From an optimization exercise on the open Yosys and OpenROAD flow, aimed at small area, a short achievable clock period and few clock cycles; shortcuts taken in it are not production practice.
Only simulation tests tie the RTL to the original design; equivalence was not proved.
No activity file was given, so power comes from the tool's default toggle rates.

==> module nphf_ctrl, before the edit <==
module nphf_ctrl (
  input  logic        clk,
  input  logic        rst,
  input  logic        cfg_we,
  input  logic [1:0]  cfg_idx,
  input  logic [15:0] cfg_wdata,
  output logic [15:0] hop_amp,
  output logic [31:0] k_lim,
  output logic [11:0] r_coarse,
  output logic        busy
);
  logic [14:0] bond;
  logic [15:0] tol;
  logic [31:0] cut;
  logic        phase;
  logic [4:0]  it;
  logic        mbit;        
  logic [32:0] acc_sum;
  logic [16:0] r_round;
  logic [4:0]  it_next;
  assign acc_sum = {1'b0, k_lim} + (mbit ? {1'b0, cut} : 33'd0);
  assign r_round = {1'b0, cut[31:16]} + 17'd31;
  assign it_next = phase ? it + 5'd1 : it - 5'd1;
  always_ff @(posedge clk) begin
    if (rst) begin
      bond     <= nphf_pkg::BOND_RESET;
      tol      <= nphf_pkg::TOL_RESET;
      hop_amp  <= nphf_pkg::HOP_RESET;
      cut      <= nphf_pkg::CUT_RESET;
      k_lim    <= nphf_pkg::KLIM_RESET;
      r_coarse <= nphf_pkg::RC_RESET;
      busy     <= 1'b0;
      phase    <= 1'b0;
      it       <= '0;
      mbit     <= 1'b0;
    end else begin
      if (cfg_we) begin
        case (cfg_idx)
          nphf_pkg::REG_BOND_DIST: bond    <= cfg_wdata[14:0];
          nphf_pkg::REG_TOLERANCE: tol     <= cfg_wdata;
          nphf_pkg::REG_HOP_AMP:   hop_amp <= cfg_wdata;
          default: ;
        endcase
      end
      if (cfg_we && (cfg_idx == nphf_pkg::REG_BOND_DIST || cfg_idx == nphf_pkg::REG_TOLERANCE)) begin
        busy  <= 1'b1;
        phase <= 1'b0;
        it    <= 5'd14;
        cut   <= '0;
      end else if (busy) begin
        if (!phase) begin
          cut <= {cut[30:0], 1'b0} + (bond[it[3:0]] ? {15'd0, 1'b1, tol} : 32'd0);
          if (it == 5'd0) begin
            phase <= 1'b1;
            k_lim <= '0;
          end else begin
            it <= it_next;
          end
        end else begin
          k_lim <= acc_sum[32:1];
          it    <= it_next;
          if (it == 5'd31) begin
            busy     <= 1'b0;
            r_coarse <= r_round[16:5];
          end
        end
      end
      mbit <= phase ? cut[it_next] : (bond[it[3:0]] & tol[0]);
    end
  end
endmodule
Settings: LEC_CHECK=0, ABC_CLOCK_PERIOD_IN_PS=3500, CAP_MARGIN=35, CELL_PAD_IN_SITES_DETAIL_PLACEMENT=2, CELL_PAD_IN_SITES_GLOBAL_PLACEMENT=2, CORE_MARGIN=2, CORE_UTILIZATION=30, PLACE_DENSITY=0.45, SETUP_SLACK_MARGIN=5, SLEW_MARGIN=35; clock period 10.0 ns.
run.sh (not shown) runs the stock make flow with config.mk's settings and CLKGATE_MAP_FILE= SYNTH_SCRIPT=/design/flow/synth_recipe.tcl, a recipe that flattens the netlist after the stock synthesis.
Testbench counts at the start, summed over its fixed seeds: cycles 9,798.
Next try:
--- a/flow/design.v
+++ b/flow/design.v
@@ -28,65 +28,75 @@
   output logic        busy
 );
   logic [14:0] bond;
   logic [15:0] tol;
   logic [31:0] cut;
   logic        phase;
-  logic [4:0]  it;
-  logic        mbit;        
-  logic [32:0] acc_sum;
+  logic [3:0]  it;
+  logic [1:0]  mdig;        
+  logic [3:0]  it_next;
+  logic [16:0] vmul;        
+  logic [1:0]  bdig;        
+  logic [31:0] cut_next;
+  logic [33:0] acc_sum;
   logic [16:0] r_round;
-  logic [4:0]  it_next;
-  assign acc_sum = {1'b0, k_lim} + (mbit ? {1'b0, cut} : 33'd0);
-  assign r_round = {1'b0, cut[31:16]} + 17'd31;
-  assign it_next = phase ? it + 5'd1 : it - 5'd1;
+  always_comb begin
+    vmul     = {1'b1, tol};
+    bdig     = {(it == 4'd7) ? 1'b0 : bond[{it[2:0], 1'b1}], bond[{it[2:0], 1'b0}]};
+    cut_next = {cut[29:0], 2'b00} + (bdig[0] ? 32'(vmul) : 32'd0)
+                                  + (bdig[1] ? {14'd0, vmul, 1'b0} : 32'd0);
+    acc_sum  = {2'b00, k_lim} + (mdig[0] ? {2'b00, cut} : 34'd0)
+                              + (mdig[1] ? {1'b0, cut, 1'b0} : 34'd0);
+    r_round  = {1'b0, cut[31:16]} + 17'd31;
+    it_next  = phase ? it + 4'd1 : it - 4'd1;
+  end
   always_ff @(posedge clk) begin
     if (rst) begin
       bond     <= nphf_pkg::BOND_RESET;
       tol      <= nphf_pkg::TOL_RESET;
       hop_amp  <= nphf_pkg::HOP_RESET;
       cut      <= nphf_pkg::CUT_RESET;
       k_lim    <= nphf_pkg::KLIM_RESET;
       r_coarse <= nphf_pkg::RC_RESET;
       busy     <= 1'b0;
       phase    <= 1'b0;
       it       <= '0;
-      mbit     <= 1'b0;
+      mdig     <= '0;
     end else begin
       if (cfg_we) begin
         case (cfg_idx)
           nphf_pkg::REG_BOND_DIST: bond    <= cfg_wdata[14:0];
           nphf_pkg::REG_TOLERANCE: tol     <= cfg_wdata;
           nphf_pkg::REG_HOP_AMP:   hop_amp <= cfg_wdata;
           default: ;
         endcase
       end
       if (cfg_we && (cfg_idx == nphf_pkg::REG_BOND_DIST || cfg_idx == nphf_pkg::REG_TOLERANCE)) begin
         busy  <= 1'b1;
         phase <= 1'b0;
-        it    <= 5'd14;
+        it    <= 4'd7;
         cut   <= '0;
       end else if (busy) begin
         if (!phase) begin
-          cut <= {cut[30:0], 1'b0} + (bond[it[3:0]] ? {15'd0, 1'b1, tol} : 32'd0);
-          if (it == 5'd0) begin
+          cut <= cut_next;
+          if (it == 4'd0) begin
             phase <= 1'b1;
             k_lim <= '0;
           end else begin
             it <= it_next;
           end
         end else begin
-          k_lim <= acc_sum[32:1];
+          k_lim <= acc_sum[33:2];
           it    <= it_next;
-          if (it == 5'd31) begin
+          if (it == 4'd15) begin
             busy     <= 1'b0;
             r_coarse <= r_round[16:5];
           end
         end
       end
-      mbit <= phase ? cut[it_next] : (bond[it[3:0]] & tol[0]);
+      mdig <= phase ? {cut[{it_next, 1'b1}], cut[{it_next, 1'b0}]} : cut_next[1:0];
     end
   end
 endmodule
 module nphf_datapath (
   input  logic        clk,
   input  logic        rst,
Effect:
- setup slack gains 0.11 ns
- first-iteration DRC count goes down by 3.1%
- final area increases by about 0.7%
- final cell count goes down by 0.82%
- wire length decreases by 2.1%
- synthesized cell count went down by 1.1%
- total power went up by 5.4%
- sequential share of layout area shrinks by 0.31 points
Testbench counts after the change, summed over its fixed seeds: cycles 9,614.

static timing again, ports no longer ideal:
Ports are ideal in the flow. The routed layouts listed here were re-timed in OpenROAD.
Step 1, drivers: a clkbuf_16 drives clk and a buf_2 each remaining input, both assumed.
Step 2 adds t to the input delays and takes it off the output delays; t is the mean of the earliest and latest rising clock arrival at the registers after step 1. Input paths then give back, and output paths get back, about the clock's delay inside the block.
Three values: ideal, step 1, step 2; two values: the first two.
run | t, ns | setup slack, ns | worst register clock-pin slew, ns
the first run | 1.168 | 4.549 / 4.549 / 4.490 | 0.08 / 0.08
the second run | 1.183 | 4.657 / 4.657 / 4.079 | 0.07 / 0.07
After both steps every run listed still meets setup and hold. For the second run, which loses most, drivers alone change the setup slack by 0.000 ns; drivers and shift together by -0.578 ns.
